Background: an optimization exercise with open tools, aiming at small area, a short achievable clock period and few clock cycles per item. Do not read the settings as production practice.
At most, simulation tests tie the RTL to the original design; equivalence was not proved.
No activity file was given, so power comes from the tool's default toggle rates.

== P ==
Design rgb565_hsl_color_classifier, start of the top module:
module rgb565_hsl_color_classifier (
  input  logic        clk,
  input  logic        rst_n,
  input  logic        start,
  output logic        busy,
  input  logic [15:0] in_pixel,
  output logic        out_valid,
  output logic [7:0]  out_hue,
  output logic [7:0]  out_lightness,
  output logic [7:0]  out_saturation,
  output logic        out_match,
  input  logic        cfg_we,
  input  logic [2:0]  cfg_index,
  input  logic [15:0] cfg_data
);
==> flow/config.mk <==
export PLATFORM = sky130hd
export DESIGN_NAME = rgb565_hsl_color_classifier
export DESIGN_NICKNAME = rgb565_hsl_color_classifier
export VERILOG_FILES = /design/flow/design.v
export SDC_FILE = /design/flow/constraint.sdc
export NUM_CORES = 4
export LEC_CHECK = 0
export ABC_AREA = 1
export CAP_MARGIN = 20
export CORE_MARGIN = 2
export CORE_UTILIZATION = 70
export CTS_CLUSTER_DIAMETER = 100
export CTS_CLUSTER_SIZE = 34
export PLACE_DENSITY = 0.8
export SETUP_SLACK_MARGIN = 3.8
export SLEW_MARGIN = 20
==> flow/constraint.sdc <==
create_clock -name core_clock -period 6.0 [get_ports {clk}]
set_input_delay 1.2000 -clock core_clock [delete_from_list [all_inputs] [get_ports {clk}]]
set_output_delay 1.2000 -clock core_clock [all_outputs]
set_load 0.01 [all_outputs]
standard.sh (not shown) runs the stock make flow with config.mk's settings and CLKGATE_MAP_FILE= SYNTH_SCRIPT=/design/flow/synth_recipe.tcl, a recipe that flattens the netlist after the stock synthesis.
==> flow/flow/run.sh <==
#!/bin/bash
set -euo pipefail
bash standard.sh "BUFFER_PORTS_ARGS=-buffer_cell sky130_fd_sc_hd__buf_2" finish > flow_make.log 2>&1
P: PASS, flow complete, no timing, DRC or antenna violations
Testbench counts of P, summed over its fixed seeds: cycles 24,088, pixels 24,000.
Inputs modified between P and Q:
- SLEW_MARGIN changed from 20 to 5
- CTS_CLUSTER_DIAMETER changed from 100 to 80
- CTS_CLUSTER_SIZE changed from 34 to 28
- CAP_MARGIN changed from 20 to 5
## What came out
- Total via count after detailed routing: P vs Q — no meaningful difference
- Route | Q vs P | wire shorter in Q
- Count of unresolved DRC violations after routing: Q vs P identical
- Comparing Q with P, the clock network latency to the later pin of the worst-skew pair came out essentially unchanged.
- Against P, internal power contribution in Q rose by a few percent.
- Comparing Q against P, there is no change at all in xor/xnor share of the synthesized area.
- P reports its worst setup path endpoint as hue_high_r[5] while Q reports out_lightness[4].
> inputs changed (Q -> R)
- SETUP_SLACK_MARGIN: 3.8 -> 3.6
- PLACE_DENSITY: 0.8 -> 0.6
- SLEW_MARGIN: 5 -> 20
- CORE_UTILIZATION: 70 -> 40
- CAP_MARGIN: 5 -> 20
### Flow results
- From Q to R the numbers moved as follows: count of plain and timing-repair buffers decreased by about 8% relative to the old numbers, count of endpoints failing setup in the final report closely matched the old numbers, summed area of non-filler cells in the final layout increased by about 1.6% relative to the old numbers, part of the cycle the worst path needs increased by 1.3 points relative to the old numbers.
- Cmp R vs Q: worst path setup slack after routing lower in R
- R vs Q on full die area: R is the higher one.
- Comparing Q with R, the met2 routed wirelength came out essentially unchanged.
- On via count: between R and Q, it ends up higher for Q.
- Going from Q to R, via count of the first global-routing pass down 162, count of nets after finishing held steady.
> inputs changed (R -> S)
- PLACE_DENSITY: 0.6 -> 0.88
- SETUP_SLACK_MARGIN: 3.6 -> 3.8
- CORE_UTILIZATION: 40 -> 78
==> summary.txt <==
Static leakage: S vs R down 0.48%
In S, internal power is lower than in R.
NOTE placed cell area R->S decreased slightly
Looking at S and R, the detailed placer's ending HPWL is a wash.
S vs. R: share of layout cells above drive strength 1 went up by 0.38 points.
S reports its timing endpoint of the critical path as out_lightness[2] while R reports out_match.
Part of the total power dissipated in the clock network: S and R compared, lower one is S


Another version of the RTL of rgb565_hsl_color_classifier (not shown whole).
Size: ~1,900 cells after synthesis, ~470 flip-flops, about 66 I/O pins, ~19,000 um^2 of cells after synthesis.
Settings: LEC_CHECK=0, CAP_MARGIN=20, CORE_MARGIN=2, CORE_UTILIZATION=40, CTS_CLUSTER_DIAMETER=90, CTS_CLUSTER_SIZE=32, PLACE_DENSITY=0.6, SETUP_SLACK_MARGIN=3.5, SLEW_MARGIN=20; clock period 6.0 ns.
run.sh (not shown) runs the stock make flow with config.mk's settings and CLKGATE_MAP_FILE= SYNTH_SCRIPT=/design/flow/synth_recipe.tcl, a recipe that flattens the netlist after the stock synthesis.
Stock flow here: none of the scripts above is used.
==> next run, changes <==
CTS_CLUSTER_DIAMETER = 80   (was 90)
CTS_CLUSTER_SIZE = 28   (was 32)
SETUP_SLACK_MARGIN = 3.7   (was 3.5)
After rerunning: First-iteration DRC count climbs by a few percent; sequential share of layout area drops by 1.0 points; register-to-register slack gets better by 30 ps; non-clock buffer count climbs by 22; utilization climbs by 1.2 points; via count climbs slightly; total power climbs by a few percent; die area is unchanged; worst hold slack barely changes; clock power climbs by about a fifth.
==> next run, changes <==
CTS_CLUSTER_DIAMETER = default   (was 80)
CTS_CLUSTER_SIZE = default   (was 28)
SETUP_SLACK_MARGIN = 3.5   (was 3.7)
Result: The changed run finished with timing, DRC and antenna clean. Utilization increases by 1.1 points. Clock-buffer cell count increases by 33. Area after synthesis does not change. Wire length hardly moves. Critical path depth decreases by 11. Fmax decreases by 2.3%. Global-route usage increases by 0.12 points.
==> next run, changes <==
CTS_CLUSTER_DIAMETER = 80   (was default)
CTS_CLUSTER_SIZE = 28   (was default)
SETUP_SLACK_MARGIN = 3.9   (was 3.5)
The changed run went through all stages and came out clean.
Wire length goes up by 5.8%.
Core utilization goes up by 1.5 points.
Global-route usage decreases by 0.13 points.
Count of clock-buffer cells in the layout fell by 36.
Via count grows by 1.2%.
Cell area grows by 3.2%.
Worst hold slack hardly moves.
Clock skew went up by 14 ps.
Register-to-register slack improved by 90 ps.
No run of this note included a check of the RTL's function; only the layout flow was run.


Another version of the RTL of rgb565_hsl_color_classifier (not shown whole).
Size: ~2200 cells after synthesis, roughly 490 flip-flops, about 66 I/O pins, ~20000 µm² of cells after synthesis.
clock: 6.0 ns
lec_check: 0
abc_area: 1
cap_margin: 20
core_margin: 2
core_utilization: 40
cts_cluster_diameter: 85
cts_cluster_size: 32
place_density: 0.6
setup_slack_margin: 3.7
slew_margin: 20
standard.sh (not shown) runs the stock make flow with config.mk's settings and CLKGATE_MAP_FILE= SYNTH_SCRIPT=/design/flow/synth_recipe.tcl, a recipe that flattens the netlist after the stock synthesis.
Scripts as last shown in full above: flow/flow/run.sh
Testbench counts at the start, summed over its fixed seeds: cycles 24,096, pixels 24,000.
Change:
==> flow/run.sh (new file) <==
#!/bin/bash
# synth_recipe.tcl (not shown) runs the flow's synth.tcl, then flattens the netlist and writes it again
# the make line also repeats each setting of config.mk as NAME=value (left out here)
make -C /OpenROAD-flow-scripts/flow DESIGN_CONFIG=/design/flow/config.mk WORK_HOME=/design/flow/orfs CLKGATE_MAP_FILE= SYNTH_SCRIPT=/design/flow/synth_recipe.tcl finish
--- a/flow/config.mk
+++ b/flow/config.mk
@@ -8 +7,0 @@
-export ABC_AREA = 1
@@ -12,2 +11,2 @@
-export CTS_CLUSTER_DIAMETER = 85
-export CTS_CLUSTER_SIZE = 32
+export CTS_CLUSTER_DIAMETER = 80
+export CTS_CLUSTER_SIZE = 28
@@ -15 +14 @@
-export SETUP_SLACK_MARGIN = 3.7
+export SETUP_SLACK_MARGIN = 3.9
removed: flow/flow/run.sh
removed: flow/standard.sh
Wire length rose by 6.7%.
Sequential power went up by about 2%.
Via count goes down by 1.3%.
Clock skew fell by 0.012 ns.
Sequential cell count does not change.
Cell count goes down by 4.8%.
Change:
==> flow/flow/run.sh (new file) <==
#!/bin/bash
set -euo pipefail
bash standard.sh "BUFFER_PORTS_ARGS=-buffer_cell sky130_fd_sc_hd__buf_2" RECOVER_POWER=50 finish > flow_make.log 2>&1
==> flow/standard.sh (new file) <==
#!/bin/bash
# synth_recipe.tcl (not shown) runs the flow's synth.tcl, then flattens the netlist and writes it again
# the make line also repeats each setting of config.mk as NAME=value (left out here)
make -C /OpenROAD-flow-scripts/flow DESIGN_CONFIG=/design/flow/config.mk WORK_HOME=/design/flow/orfs CLKGATE_MAP_FILE= SYNTH_SCRIPT=/design/flow/synth_recipe.tcl "${@:-finish}"
--- a/flow/config.mk
+++ b/flow/config.mk
@@ -7,0 +8 @@
+export ABC_AREA = 1
@@ -14 +15 @@
-export SETUP_SLACK_MARGIN = 3.9
+export SETUP_SLACK_MARGIN = 3.7
removed: flow/run.sh
Now the flow reached the layout checks and failed them: capacitance limit, slew limit. Cell count came out higher by a few percent. Via count came out higher slightly. Critical path depth came out higher by 3. Maximum frequency came out lower by a quarter to a third. Wire length came out lower by a few percent. Setup slack loses 1.1 ns. Sequential cell count is unchanged.
Change:
==> flow/run.sh (new file) <==
#!/bin/bash
# synth_recipe.tcl (not shown) runs the flow's synth.tcl, then flattens the netlist and writes it again
# the make line also repeats each setting of config.mk as NAME=value (left out here)
make -C /OpenROAD-flow-scripts/flow DESIGN_CONFIG=/design/flow/config.mk WORK_HOME=/design/flow/orfs CLKGATE_MAP_FILE= SYNTH_SCRIPT=/design/flow/synth_recipe.tcl finish
--- a/flow/config.mk
+++ b/flow/config.mk
@@ -11 +11 @@
-export CORE_UTILIZATION = 40
+export CORE_UTILIZATION = 60
@@ -14 +14 @@
-export PLACE_DENSITY = 0.6
+export PLACE_DENSITY = 0.8
removed: flow/flow/run.sh
removed: flow/standard.sh
Effect: Now the flow produced a clean layout. Global-route usage went up by 7.0 points. Area after synthesis does not change. Power goes down by 0.82%. Clock power goes down by 14%. Clock-buffer cell count is unchanged. Critical path depth climbs by 5. Final cell count came out lower by 7.6%. Register-to-register slack improved by 0.35 ns. Design area came out lower by 0.44%. Wire length rises by 2.2%. First-iteration DRC count grows by 12%.


## cedar
Another version of the RTL of rgb565_hsl_color_classifier (not shown whole).
For scale: roughly 2400 cells after synthesis, about 66 I/O pins, about 19000 µm² of cells after synthesis.
export LEC_CHECK = 0
export ABC_AREA = 1
export CAP_MARGIN = 20
export CORE_MARGIN = 2
export CORE_UTILIZATION = 65
export CTS_CLUSTER_DIAMETER = 80
export CTS_CLUSTER_SIZE = 28
export PLACE_DENSITY = 0.75
export SETUP_SLACK_MARGIN = 3.8
export SLEW_MARGIN = 20
create_clock -name core_clock -period 6.0 [get_ports {clk}]
==> flow/flow/run.sh <==
#!/bin/bash
set -euo pipefail
bash standard.sh "BUFFER_PORTS_ARGS=-buffer_cell sky130_fd_sc_hd__buf_2" finish > flow_make.log 2>&1
cedar went all the way through synthesis, placement and routing and the layout is clean on timing, DRC and antenna.
What birch does differently from cedar at the input level:
# cedar
export LEC_CHECK = 0
export ABC_AREA = 1
export CAP_MARGIN = 20
export CORE_MARGIN = 2
export CORE_UTILIZATION = 65
export CTS_CLUSTER_DIAMETER = 80
export CTS_CLUSTER_SIZE = 28
export PLACE_DENSITY = 0.75
export SETUP_SLACK_MARGIN = 3.8
export SLEW_MARGIN = 20
create_clock -name core_clock -period 6.0 [get_ports {clk}]
# birch
export LEC_CHECK = 0
export ABC_AREA = 1
export CAP_MARGIN = 20
export CORE_MARGIN = 2
export CORE_UTILIZATION = 70
export CTS_CLUSTER_DIAMETER = 80
export CTS_CLUSTER_SIZE = 28
export PLACE_DENSITY = 0.8
export SETUP_SLACK_MARGIN = 3.8
export SLEW_MARGIN = 20
create_clock -name core_clock -period 6.0 [get_ports {clk}]
Findings:
Taking cedar as the reference, in birch clock buffer count in the final layout has increased; clock-cell share of area has remained practically unchanged; first-pass GRT wire length has decreased. birch vs cedar: internal power consumption down slightly. Sort birch and cedar by logic depth of the worst path, buffers included asc -> top: cedar. Comparing met2 layer usage reported by global route for birch and cedar, the bigger number came from birch.
Function was not checked in any run of this note: the RTL went through the layout flow alone.

==> what the ideal ports hide <==
Ports are ideal in the flow. The routed layouts listed here were re-timed in OpenROAD.
Step 1: set_driving_cell puts a clkbuf_16 on clk and a buf_2 on each other input, an assumption about the parent block.
Step 2 adds t to the input delays and takes it off the output delays; t is the mean of the earliest and latest rising clock arrival at the registers after step 1. Input paths then give back, and output paths get back, about the clock's delay inside the block.
Slacks: no drivers / after step 1 / after step 2; pairs: no drivers / after step 1.
| run | shift t [ns] | setup WS [ns] | hold WS [ns] | clock arrival spread, ns | worst register clock-pin slew, ns |
|---|---|---|---|---|---|
| P | 0.570 | 3.773 / 3.767 / 3.227 | 0.338 / 0.338 / 0.338 | 0.021 / 0.021 | 0.12 / 0.12 |
| Q | 0.574 | 3.819 / 3.770 / 3.301 | 0.333 / 0.333 / 0.333 | 0.019 / 0.018 | 0.11 / 0.11 |
| R | 0.604 | 3.740 / 3.687 / 3.343 | 0.320 / 0.320 / 0.320 | 0.054 / 0.054 | 0.11 / 0.11 |
| S | 0.567 | 3.818 / 3.768 / 3.322 | 0.329 / 0.329 / 0.329 | 0.017 / 0.017 | 0.11 / 0.11 |
| the first run of note 2 | 0.599 | 3.590 / 3.547 / 3.015 | 0.324 / 0.324 / 0.324 | 0.020 / 0.021 | 0.12 / 0.12 |
| the second run of note 2 | 0.619 | 3.617 / 3.617 / 3.180 | 0.325 / 0.325 / 0.325 | 0.025 / 0.025 | 0.11 / 0.11 |
| the third run of note 2 | 0.631 | 3.560 / 3.503 / 3.004 | 0.317 / 0.317 / 0.317 | 0.013 / 0.014 | 0.06 / 0.06 |
| the fourth run of note 2 | 0.619 | 3.664 / 3.664 / 3.384 | 0.318 / 0.318 / 0.318 | 0.029 / 0.029 | 0.10 / 0.10 |
| the first run of note 3 | 0.616 | 3.749 / 3.691 / 3.367 | 0.315 / 0.315 / 0.315 | 0.033 / 0.034 | 0.12 / 0.12 |
| the second run of note 3 | 0.629 | 3.746 / 3.690 / 3.426 | 0.321 / 0.321 / 0.321 | 0.018 / 0.017 | 0.10 / 0.10 |
| the third run of note 3 | 0.629 | 2.663 / 2.674 / 2.045 | 0.295 / 0.295 / 0.295 | 0.041 / 0.041 | 0.10 / 0.10 |
| the fourth run of note 3 | 0.595 | 3.729 / 3.708 / 3.154 | 0.329 / 0.329 / 0.329 | 0.020 / 0.021 | 0.11 / 0.11 |
| cedar | 0.576 | 3.559 / 3.559 / 3.346 | 0.330 / 0.330 / 0.330 | 0.017 / 0.016 | 0.11 / 0.11 |
| birch | 0.577 | 3.653 / 3.653 / 3.376 | 0.323 / 0.323 / 0.323 | 0.013 / 0.012 | 0.10 / 0.10 |
The setup slack of the third run of note 3, which loses most, moves by +0.011 ns with the drivers and by -0.618 ns with both steps.
